Background: an optimization exercise with open tools, aiming at small area, a short achievable clock period and few clock cycles per item. Do not read the settings as production practice. At most, simulation tests tie the RTL to the original design; equivalence was not proved. Only the layout flow was run in run 1; the RTL was not checked for function there.

**flow/constraint.sdc**
```tcl
create_clock -name core_clock -period 7.0 [get_ports {clock}]
set_input_delay 1.4000 -clock core_clock [delete_from_list [all_inputs] [get_ports {clock}]]
set_output_delay 1.4000 -clock core_clock [all_outputs]
set_load 0.01 [all_outputs]
```
**flow/run.sh**
```bash
#!/bin/bash
# synth_recipe.tcl (not shown) runs the flow's synth.tcl, then flattens the netlist and writes it again
# the make line also repeats each setting of config.mk as NAME=value (left out here)
make -C /OpenROAD-flow-scripts/flow DESIGN_CONFIG=/design/flow/config.mk WORK_HOME=/design/flow/orfs CLKGATE_MAP_FILE= SYNTH_SCRIPT=/design/flow/synth_recipe.tcl finish
```
**flow/design.v**
```verilog
`timescale 1ns / 1ps
package pfp_pkg;
   localparam int CHANNEL_COUNT = 8;
   localparam int FRAME_BYTES   = 21;
   localparam logic [7:0] SOF_A     = 8'hAA;
   localparam logic [7:0] SOF_B     = 8'h55;
   localparam logic [7:0] HEADER_ID = 8'h01;
   localparam logic [7:0] LEN_BYTE  = 8'h10;
   localparam logic [7:0] HDR_SUM   = 8'h10;
   localparam int          DUTY_S     = 18;
   localparam logic [33:0] DUTY_K     = 34'd1717987;
   localparam logic [33:0] DUTY_C_POS = 34'h20001FD9A;
   localparam logic [33:0] DUTY_C_NEG = 34'h20001FF35;
   localparam logic [15:0] DUTY_MAX   = 16'h7FFF;
endpackage
`timescale 1ns / 1ps
module pfp_front (
   input  logic                 clock,
   input  logic                 reset,
   input  logic                 in_v,
   input  logic [7:0]           in_b,
   input  logic                 in_be,
   output logic                 hit,
   output logic                 wr,
   output logic [4:0]           fill,
   output logic [15:0][7:0]     win
);
   logic [15:0]       tag;
   logic [7:0]        tsum;      
   logic [3:0]        pf;        
   logic              full;
   logic              restart;
   assign full    = fill[4] & fill[2];    
   assign hit     = in_v && full && tag[0] && (tsum == in_b);
   assign restart = hit || in_be;
   assign wr      = in_v && !restart && (fill >= 5'd4);
   always_ff @(posedge clock) begin
      if (reset) begin
         fill <= '0;
         tsum <= pfp_pkg::HDR_SUM;
         pf   <= '0;
      end else if (in_v) begin
         if (restart) begin
            fill <= '0;
            tsum <= pfp_pkg::HDR_SUM;
            pf   <= '0;
         end else begin
            if (!full) fill <= fill + 1'b1;
            if (wr) tsum <= tsum + in_b - (full ? win[0] : 8'd0);
            pf[0] <= (in_b == pfp_pkg::SOF_A);
            pf[1] <= pf[0] && (in_b == pfp_pkg::SOF_B);
            pf[2] <= pf[1] && (in_b == pfp_pkg::HEADER_ID);
            pf[3] <= pf[2] && (in_b == pfp_pkg::LEN_BYTE);
         end
      end
   end
   always_ff @(posedge clock) begin
      if (wr) begin
         win <= {in_b, win[15:1]};
         tag <= {pf[3], tag[15:1]};
      end
   end
endmodule
`timescale 1ns / 1ps
module pfp_queue (
   input  logic                 clock,
   input  logic                 reset,
   input  logic                 hit,
   input  logic                 wr,
   input  logic                 take,
   input  logic [15:0][7:0]     win,
   output logic                 pend,
   output logic [3:0]           rd_pos,
   output logic [2:0]           rd_ch,
   output logic [15:0]          rd_raw
);
   logic read;
   assign read = take && pend;
   always_ff @(posedge clock) begin
      if (reset) begin
         pend <= 1'b0;
      end else if (hit) begin
         pend <= 1'b1;
      end else if (read && rd_ch == 3'd7) begin
         pend <= 1'b0;
      end
   end
   always_ff @(posedge clock) begin
      if (hit) begin
         rd_ch  <= '0;
         rd_pos <= '0;
      end else begin
         if (read) rd_ch <= rd_ch + 1'b1;
         rd_pos <= rd_pos + (read ? 4'd2 : 4'd0) - (wr ? 4'd1 : 4'd0);
      end
   end
   logic [16:0][7:0] winx;
   assign winx = {8'd0, win};
   assign rd_raw = {winx[rd_pos], winx[5'(rd_pos) + 5'd1]};
endmodule
`timescale 1ns / 1ps
module pfp_back (
   input  logic                 clock,
   input  logic                 reset,
   input  logic                 pend,
   input  logic [2:0]           rd_ch,
   input  logic [15:0]          rd_raw,
   output logic                 take,
   output logic                 rsp_valid,
   input  logic                 rsp_ready,
   output logic [35:0]          rsp_data
);
   logic        adv;
   logic        a_v;
   logic [2:0]  a_ch;
   logic [15:0] a_raw;
   logic        o_v;
   logic [35:0] o_data;
   logic [33:0] prod;
   logic [33:0] r;
   logic [33:0] rn;
   logic [15:0] duty;
   assign adv  = !o_v || rsp_ready;
   assign take = !a_v || adv;
   always_ff @(posedge clock) begin
      if (reset) begin
         a_v <= 1'b0;
         o_v <= 1'b0;
      end else begin
         if (take) a_v <= pend;
         if (adv)  o_v <= a_v;
      end
   end
   always_comb begin
      r    = {20'd0, a_raw[13:0]};
      rn   = {20'd0, ~a_raw[13:0]};
      prod = (r << 21) + (r << 17) + (r << 14) + (r << 2)
           + (rn << 19) + (rn << 11) + (rn << 8) + (rn << 5) + rn
           + ((a_raw < 16'd5000) ? 34'h3FDC1C856 : 34'h3FDC1C6BB);
      duty = (a_raw >= 16'd10000) ? pfp_pkg::DUTY_MAX : prod[pfp_pkg::DUTY_S +: 16];
   end
   always_ff @(posedge clock) begin
      if (take) begin
         a_ch  <= rd_ch;
         a_raw <= rd_raw;
      end
      if (adv) begin
         o_data <= {a_ch, a_raw, duty, a_ch == 3'd7};
      end
   end
   assign rsp_valid = o_v;
   assign rsp_data  = o_data;
endmodule
`timescale 1ns / 1ps
module pwm_frame_parser (
   input  logic             clock,
   input  logic             reset,
   input  logic             req_valid,
   output logic             req_ready,
   input  logic [8:0]       req_data,
   output logic             rsp_valid,
   input  logic             rsp_ready,
   output logic [35:0]      rsp_data
);
   logic             in_v;
   logic [7:0]       in_b;
   logic             in_be;
   logic             hit;
   logic             wr;
   logic [4:0]       fill;
   logic [15:0][7:0] win;
   logic             take;
   logic             pend;
   logic [3:0]       rd_pos;
   logic [2:0]       rd_ch;
   logic [15:0]      rd_raw;
   logic             w_cur;
   always_ff @(posedge clock) begin
      in_v  <= !reset && req_valid && req_ready;
      in_b  <= req_data[8:1];
      in_be <= req_data[0];
   end
   assign w_cur     = in_v && (fill >= 5'd4);
   assign req_ready = !pend || (fill + 5'(in_v) < 5'd4) || (rd_pos > 4'(w_cur));
   pfp_front u_front (
      .clock (clock),
      .reset (reset),
      .in_v  (in_v),
      .in_b  (in_b),
      .in_be (in_be),
      .hit   (hit),
      .wr    (wr),
      .fill  (fill),
      .win   (win)
   );
   pfp_queue u_queue (
      .clock  (clock),
      .reset  (reset),
      .hit    (hit),
      .wr     (wr),
      .take   (take),
      .win    (win),
      .pend   (pend),
      .rd_pos (rd_pos),
      .rd_ch  (rd_ch),
      .rd_raw (rd_raw)
   );
   pfp_back u_back (
      .clock     (clock),
      .reset     (reset),
      .pend      (pend),
      .rd_ch     (rd_ch),
      .rd_raw    (rd_raw),
      .take      (take),
      .rsp_valid (rsp_valid),
      .rsp_ready (rsp_ready),
      .rsp_data  (rsp_data)
   );
endmodule
```
**flow/config.mk**
```make
export PLATFORM = sky130hd
export DESIGN_NAME = pwm_frame_parser
export DESIGN_NICKNAME = pwm_frame_parser
export VERILOG_FILES = /design/flow/design.v
export SDC_FILE = /design/flow/constraint.sdc
export NUM_CORES = 4
export LEC_CHECK = 0
export ABC_CLOCK_PERIOD_IN_PS = 3000
export CAP_MARGIN = 20
export CORE_MARGIN = 2
export CORE_UTILIZATION = 40
export SETUP_SLACK_MARGIN = 3.5
export SLEW_MARGIN = 20
```
==> results by group, run 1 <==
STA
  – Fin Setup TNS: 0 ns
  – Fin. max-slew vios: 0
  – Worst Clk Skew: 0.01048 ns
  – Min cycle time layout: 4.588 ns
  – Fmax: 218.0 MHz
  – Fin. Hold Viols: 0
  – Period Utilization, post-route: 65.55%
  – Least-Margin Pin Slew: 1.160 ns
  – Headroom to the max-slew limit: 21.98%
  – RSZ-0062 raised after global routing: true
  – Final setup fails: 0

GRT
  – Vias in the first global route: 8,901
  – Initial antenna violation count: 0
  – First-pass GRT wire length: 50.66 mm
  – Largest net degree at the start of global routing: 93
  – Global-route usage over all layers: 18.19%
  – GRT overflow: 0

Place
  – Placed instance area: 0.01495 sq mm
  – Gp weighted congestion: 0.8712
  – Port bufs: 50
  – Detailed placer's ending HPWL: 21.73 mm

Detailed routing
  – DR WL/cell: 20.31 um
  – Vias per cell: 5.394
  – Starting DRC count in detailed routing: 606
  – DRT Wirelength: 32.71 mm
  – Post-route ant nets: 0
  – Drt first pass iters: 4
  – Detailed-route DRC error count: 0
  – Via Count: 8,689

Yosys
  – Post-Synthesis Cell Area: 0.01382 sq mm
  – YS warnings: 4
  – Yosys cell types: 58
  – Syn_nets: 1,181
  – Cells after Synth: 1,000
  – Syn avg cell area: 13.82 sq um
  – Async S/R FF share, synth: 0%
  – Seq cells post-synth: 236
  – Top FF cell, synth: edfxtp_1
  – Post-synth EDFFs: 199
  – Post-synthesis sequential area ratio: 48.59%

Run status
  – Status: timing/DRC/antenna clean

Clock tree
  – Clk buf depth: 3
  – CTS HTree Levels: 1
  – # hold bufs at CTS: 0
  – Clock transition at path regs: 0.06 ns
  – Cts bufs inserted: 27
  – Root buffer cell: clkbuf_16
  – Clock Sinks: 236
  – Clock Latency Late Sink: 0.56 ns
  – CTS tree: built

Critical path
  – R2R Setup Slk: 2.41 ns
  – Worst setup EP type: register
  – Critical Path RT: 7.30 ns
  – Critical path arrival: 4.89 ns
  – Most Frequent Cell on Critical Path: fa_2
  – Reg2Reg Depth: 17
  – Crit Path Class: reg -> reg
  – Startpoint Class: register
  – Critical Path Slowest Stage Cell: fa_1
  – Worst path max stage delay: 0.56 ns
  – Max FO, Critical Path: 6
  – CP Cell Sequence: inv_4 -> nand3_4 -> o2111ai_2 -> and3_4 -> o21ai_4 -> fa_2 -> fa_2 -> fa_1 -> inv_2 -> ha_4 -> a211oi_2 -> nor2_1 -> or4_1 -> a211o_1 -> a31oi_1 -> xnor2_1 -> nand2_1

Final layout
  – Layout fillers: 2,904
  – Layout Nets: 1,316
  – Share of layout cells above drive strength 1: 27.08%
  – Most common cell after layout, fill and taps aside: edfxtp_1
  – Ant diodes: 0
  – Area Overhead vs Synth: 23.26%
  – Post-route design area: 0.01704 sq mm
  – Commonest non-fill, non-tap cells in the layout: edfxtp_1 (199), inv_1 (105), ha_1 (74)

Die
  – Die Height: 189.9 um
  – Site Rows: 68
  – Total core area: 0.03429 sq mm
  – # IOs: 51
  – Die Width: 189.9 um
  – Starting Density: 40.32%
  – Die area: 0.03606 sq mm

Flow run
  – Max Cap Viol: 0

Worst hold path
  – Hold Path Stages: 0
  – Min-Delay Path Class: reg -> reg
-- area by class of cell --
cell class | instances | area, sq um | share of cell area (%)
multi-input combinational | 612 | 7139 | 41.90
sequential | 236 | 6735 | 39.53
timing repair buffer | 136 | 1201 | 7.049
clock buffer | 40 | 795.8 | 4.670
tap | 455 | 569.3 | 3.341
inverter | 122 | 471.7 | 2.768
clock inverter | 10 | 126.4 | 0.7417
-- what timing repair did --
item                                    CTS  global route
endpoints found under the setup margin   23            19
setup buffers                            67            12
hold endpoints to repair                  0             0
pin swaps                                38            31
resized for setup                        82            44
gates cloned                              0             1
-- worst max-delay path: cells and delay by family, from the launching register on --
family,cells,cell delay [ns]
buf+inv,2,0.12
simple gates,5,0.81
compound gates,5,1.15
xor+xnor,1,0.14
fa+ha+maj,4,1.66
flops,1,0.46
-- kinds of logic after synthesis --
logic type	after synthesis	synth area share, %
adders and majority gates	168	19.33
DFF	236	48.59
muxes	82	12.46
and+or+nand+nor	180	6.436
AOI/OAI and AO/OA	150	7.033
buffers and inverters	153	4.182
xor gates and xnor gates	31	1.964
-- cell usage after synthesis, types with 3 or more instances --
master | n | share of area [%]
nor4_1 | 4 | 0.18
clkbuf_1 | 23 | 0.62
a211oi_1 | 11 | 0.60
nor2b_1 | 4 | 0.18
or3_1 | 3 | 0.14
nand2b_1 | 4 | 0.18
mux2i_1 | 9 | 0.65
a21o_1 | 17 | 0.92
a22oi_1 | 9 | 0.49
nand4_1 | 17 | 0.77
a31oi_1 | 7 | 0.32
nor3_1 | 8 | 0.29
and3_1 | 15 | 0.68
inv_1 | 120 | 3.3
nand3_1 | 17 | 0.62
ha_1 | 92 | 8.3
a21oi_1 | 42 | 1.5
buf_2 | 3 | 0.11
a21boi_0 | 3 | 0.16
nor2_1 | 44 | 1.2
nand2_1 | 50 | 1.4
buf_1 | 5 | 0.14
fa_1 | 76 | 11
a211o_1 | 3 | 0.19
o21bai_1 | 4 | 0.22
o21ai_0 | 25 | 0.91
o31ai_1 | 4 | 0.22
xor2_1 | 14 | 0.89
o2111ai_1 | 4 | 0.25
xnor2_1 | 17 | 1.1
o211ai_1 | 8 | 0.43
or2_2 | 3 | 0.14
edfxtp_1 | 199 | 43
mux4_2 | 72 | 12
dfxtp_1 | 37 | 5.4
-- flip-flops by register name (all words and copies together), names as in the netlist, 3 cells and up --
name / cells
u_front.pf: 4
u_front.tsum: 8
u_front.win: 128
u_back.a_raw: 16
u_front.tag: 16
u_front.fill: 5
u_queue.rd_pos: 4
u_queue.rd_ch: 3
u_back.a_ch: 3
u_back.o_data: 36
in_b: 8
-- path summary, 6_finish.rpt --
path                   startpoint           endpoint
hold / removal     u_front.tag[2]     u_front.tag[1]
setup reg to reg  u_back.a_raw[6]  u_back.o_data[14]
setup / recovery  u_back.a_raw[6]  u_back.o_data[14]
hold reg to reg    u_front.tag[2]     u_front.tag[1]
-- through the flow --
| stage | instances | hold WS, ns | setup slack (ns) | util, % |
|---|---|---|---|---|
| after global routing | 1611 | 0.4282 | 2.258 | 49.69 |
| after CTS | 1598 | 0.4203 | 2.458 | 48.83 |
| final | 1611 | 0.4209 | 2.412 | 49.69 |
| after global placement | 1481 | 0.4053 | 1.752 | 43.60 |
| after detailed placement | 1481 | 0.4057 | 1.733 | 43.60 |
| after floorplan | 1000 | 0.4003 | 2.480 | - |
-- per-layer routing --
metal  share of wire (%)  routed length [um]  GRT usage [%]
met2                  48               15800          30.57
met3                 4.6                1498          2.841
met5                   0                   0              0
met1                  43               14150          23.96
met4                 3.9                1263          6.619
==> run 2: changes to the inputs <==
--- a/flow/design.v
+++ b/flow/design.v
@@ -117,8 +117,6 @@
    logic        o_v;
    logic [35:0] o_data;
    logic [33:0] prod;
-   logic [33:0] r;
-   logic [33:0] rn;
    logic [15:0] duty;
    assign adv  = !o_v || rsp_ready;
    assign take = !a_v || adv;
@@ -132,11 +130,8 @@
       end
    end
    always_comb begin
-      r    = {20'd0, a_raw[13:0]};
-      rn   = {20'd0, ~a_raw[13:0]};
-      prod = (r << 21) + (r << 17) + (r << 14) + (r << 2)
-           + (rn << 19) + (rn << 11) + (rn << 8) + (rn << 5) + rn
-           + ((a_raw < 16'd5000) ? 34'h3FDC1C856 : 34'h3FDC1C6BB);
+      prod = a_raw * pfp_pkg::DUTY_K
+           + ((a_raw < 16'd5000) ? pfp_pkg::DUTY_C_NEG : pfp_pkg::DUTY_C_POS);
       duty = (a_raw >= 16'd10000) ? pfp_pkg::DUTY_MAX : prod[pfp_pkg::DUTY_S +: 16];
    end
    always_ff @(posedge clock) begin
--- a/flow/config.mk
+++ b/flow/config.mk
@@ -5,9 +5,7 @@
 export SDC_FILE = /design/flow/constraint.sdc
 export NUM_CORES = 4
 export LEC_CHECK = 0
-export ABC_CLOCK_PERIOD_IN_PS = 3000
 export CAP_MARGIN = 20
 export CORE_MARGIN = 2
 export CORE_UTILIZATION = 40
-export SETUP_SLACK_MARGIN = 3.5
 export SLEW_MARGIN = 20
==> run 2 against run 1 <==
Against the previous run: synthesized area is 21% higher; critical endpoint is now u_back.o_data[15]; still clean on timing, DRC and antenna; register-to-register slack worse by 1.8 ns; clock skew is 0.032 ns higher; first-iteration DRC count is 2.5% higher; final cell count is 18% higher; critical path depth is 2 higher; non-clock buffer count is 73 lower; via count is 14% higher.
==> results by group, run 2 <==
GRT
  – First-pass GRT wire length: 58.94 mm (was 50.66 mm)
  – Global-route usage over all layers: 17.32% (was 18.19%)
  – Initial antenna violation count: 0 (unchanged)
  – GRT overflow: 0 (unchanged)
  – Vias in the first global route: 10,390 (was 8,901)
  – Largest net degree at the start of global routing: 85 (was 93)

Die
  – Site Rows: 74 (was 68)
  – Die area: 0.04336 sq mm (was 0.03606 sq mm)
  – Die Width: 208.2 um (was 189.9 um)
  – Die Height: 208.2 um (was 189.9 um)
  – Total core area: 0.04102 sq mm (was 0.03429 sq mm)
  – Starting Density: 40.67% (was 40.32%)
  – # IOs: 51 (unchanged)

Run status
  – Status: timing/DRC/antenna clean (unchanged)

Yosys
  – Post-Synthesis Cell Area: 0.01668 sq mm (was 0.01382 sq mm)
  – YS warnings: 4 (unchanged)
  – Multiplexer area fraction after synthesis: 10.56% (was 12.46%)
  – Post-synthesis sequential area ratio: 40.26% (was 48.59%)
  – Synth Area in Simple Gates: 5.063% (was 6.436%)
  – Syn avg cell area: 13.03 sq um (was 13.82 sq um)
  – Seq cells post-synth: 236 (unchanged)
  – Syn_nets: 1,603 (was 1,181)
  – Complex-gate fraction of the synthesized area: 6.615% (was 7.033%)
  – Yosys cell types: 66 (was 58)
  – Top FF cell, synth: edfxtp_1 (unchanged)
  – Top-area cell type share of the netlist area: 35.82% (was 43.23%)
  – Synth Area in Adders: 29.24% (was 19.33%)
  – Top post-synthesis cells by count: inv_1 (256), edfxtp_1 (199), ha_1 (177) (was edfxtp_1 (199), inv_1 (120), ha_1 (92))
  – Largest family of logic cells by synthesized area: adder cells (unchanged)
  – Top cells by area, synth: edfxtp_1 (36%), fa_1 (16%), ha_1 (13%) (was edfxtp_1 (43%), mux4_2 (12%), fa_1 (11%))
  – Post-synth EDFFs: 199 (unchanged)
  – Async S/R FF share, synth: 0% (unchanged)
  – Cells after Synth: 1,280 (was 1,000)
  – Cell with the most instances after synthesis: inv_1 (was edfxtp_1)
  – Synth area leader: edfxtp_1 (unchanged)
  – Xor/xnor share of the synthesized area: 1.838% (was 1.964%)

Worst hold path
  – Min-Delay Path Class: reg -> reg (unchanged)
  – Hold Path Stages: 0 (unchanged)

Critical path
  – Worst setup EP type: register (unchanged)
  – Startpoint Class: register (unchanged)
  – Crit Path Class: reg -> reg (unchanged)
  – Critical path arrival: 6.70 ns (was 4.89 ns)
  – Max FO, Critical Path: 10 (was 6)
  – Reg2Reg Depth: 19 (was 17)
  – Critical Path RT: 7.27 ns (was 7.30 ns)

STA
  – Fin. max-slew vios: 0 (unchanged)
  – WHS: 0.4206 ns (was 0.4209 ns)
  – Fin. Hold Viols: 0 (unchanged)
  – Least-Margin Pin Slew: 1.071 ns (was 1.160 ns)
  – Final setup fails: 0 (unchanged)
  – Period Utilization, post-route: 91.95% (was 65.55%)
  – Headroom to the max-slew limit: 28.62% (was 21.98%)
  – Fmax: 155.4 MHz (was 218.0 MHz)
  – Min cycle time layout: 6.436 ns (was 4.588 ns)
  – Worst Clk Skew: 0.04243 ns (was 0.01048 ns)
  – RSZ-0062 raised after global routing: false (was true)
  – Fin Setup TNS: 0 ns (unchanged)

Detailed routing
  – Starting DRC count in detailed routing: 621 (was 606)
  – Drt first pass iters: 5 (was 4)
  – DRT Wirelength: 37.08 mm (was 32.71 mm)
  – Detailed-route DRC error count: 0 (unchanged)
  – Via Count: 9,928 (was 8,689)
  – DR WL/cell: 19.50 um (was 20.31 um)
  – Vias per cell: 5.223 (was 5.394)
  – Post-route ant nets: 0 (unchanged)

Place
  – Detailed placer's ending HPWL: 28.68 mm (was 21.73 mm)
  – Port bufs: 50 (unchanged)
  – Gp weighted congestion: 0.9100 (was 0.8712)
  – DP Cell Count: 1,848 (was 1,481)

Clock tree
  – CTS resizes: 0 (was 82)
  – Setup Fix Bufs, Post-CTS: 0 (was 67)
  – Cts bufs inserted: 28 (was 27)
  – Clk buf depth: 3 (unchanged)
  – Clock Sinks: 236 (unchanged)
  – Root buffer cell: clkbuf_16 (unchanged)
  – Clock Latency Late Sink: 0.58 ns (was 0.56 ns)
  – CTS HTree Levels: 1 (unchanged)
  – Clock transition at path regs: 0.06 ns (about the same)
  – # hold bufs at CTS: 0 (unchanged)
  – CTS tree: built (unchanged)

Final layout
  – Most common cell after layout, fill and taps aside: inv_1 (was edfxtp_1)
  – Area Overhead vs Synth: 12.59% (was 23.26%)
  – Commonest non-fill, non-tap cells in the layout: inv_1 (256), edfxtp_1 (199), ha_1 (177) (was edfxtp_1 (199), inv_1 (105), ha_1 (74))
  – Number of flip-flops in the largest register: 128 (unchanged)
  – Biggest register: u_front.win (unchanged)
  – Non-Filler Instances: 1,901 (was 1,611)
  – Share of layout cells above drive strength 1: 10.81% (was 27.08%)
  – Layout fillers: 3,641 (was 2,904)
  – Largest registers: u_front.win: 128 flops, u_back.o_data: 36 flops (unchanged)
  – Ant diodes: 0 (unchanged)
  – Layout Nets: 1,670 (was 1,316)

Flow run
  – Max Cap Viol: 0 (unchanged)
-- run 2: kinds of logic (layout without fill, tap and decap cells) --
logic type / Yosys count / after routing
and+or+nand+nor: 167 / 167
buffers and inverters: 284 / 373
DFF: 236 / 236
xor gates and xnor gates: 35 / 35
adders and majority gates: 310 / 310
AOI/OAI and AO/OA: 162 / 162
muxes: 86 / 86
-- run 2: layer usage --
| metal | wire length [um] | track usage (%) |
|---|---|---|
| met1 | 16680 | 23.35 |
| met2 | 18330 | 30.00 |
| met3 | 1211 | 1.977 |
| met4 | 849 | 4.168 |
| met5 | 0 | 0 |
-- run 2: path summary, 6_finish.rpt --
check                                      start                end  slack (ns)
worst max-delay path            u_back.a_raw[11]  u_back.o_data[15]        0.56
worst min-delay path              u_front.tag[8]     u_front.tag[7]        0.42
worst max register to register  u_back.a_raw[11]  u_back.o_data[15]        0.56
worst min register to register    u_front.tag[8]     u_front.tag[7]        0.42
-- run 2: area by class of cell --
class                           instances  area [sq um]  share of cell area, %
Multi-Input combinational cell        760          8901                  47.39
Sequential cell                       236          6721                  35.78
Inverter                              258         968.4                  5.156
Clock buffer                           47         854.6                  4.550
Tap cell                              532         665.6                  3.544
Timing Repair Buffer                   63         618.1                  3.291
Clock inverter                          5         53.80                 0.2864
-- run 2: critical path, cell delays in order (launching register included) --
cell and delay, ns:
edfxtp_1 0.65, inv_1 0.25, ha_1 0.56, inv_1 0.11, fa_1 0.51, inv_1 0.05, fa_1 0.53, inv_1 0.05
fa_1 0.53, inv_1 0.05, fa_1 0.53, inv_1 0.06, fa_1 0.52, inv_1 0.04, ha_1 0.41, and2_1 0.27
nand4_1 0.21, a311oi_1 0.52, o21a_1 0.16, o21ai_0 0.10
-- run 2: per-stage QoR --
| stage | util (%) | instance area (sq um) | setup slack [ns] |
|---|---|---|---|
| 2_1_floorplan | - | 16680 | 1.115 |
| 3_3_place_gp | 43.51 | 17850 | 0.5910 |
| 6_report | 45.79 | 18780 | 0.5637 |
| 5_1_grt | 45.79 | 18780 | 0.1758 |
| 3_5_place_dp | 43.51 | 17850 | 0.5433 |
| 4_1_cts | 45.73 | 18760 | 0.4972 |
Testbench counts of run 2, summed over its fixed seeds: cycles 23,790, items 8,120.

==> separate check: timing with driven ports <==
The results above use ideal ports. As a check the final layouts listed here were re-extracted and re-timed, cells and wires unchanged. Step 1 assumes that a clkbuf_16 drives the clock port and a buf_2 every other input. Step 2 times the ports against the registers' clock, not the clock port: input delays grow and output delays shrink by t, the midpoint of the rising clock arrivals with the driver on. a / b / c = ideal / step 1 / step 2; a / b = the first two.
run | t, ns | setup WS [ns] | hold slack, ns | clock arrival spread, ns | pins driven straight from the clock port
run 1 | 0.603 | 2.412 / 2.412 / 2.412 | 0.421 / 0.421 / 0.421 | 0.015 / 0.015 | 1
run 2 | 0.611 | 0.564 / 0.564 / 0.564 | 0.421 / 0.421 / 0.421 | 0.043 / 0.043 | 1
After both steps setup and hold are still met in every run listed.
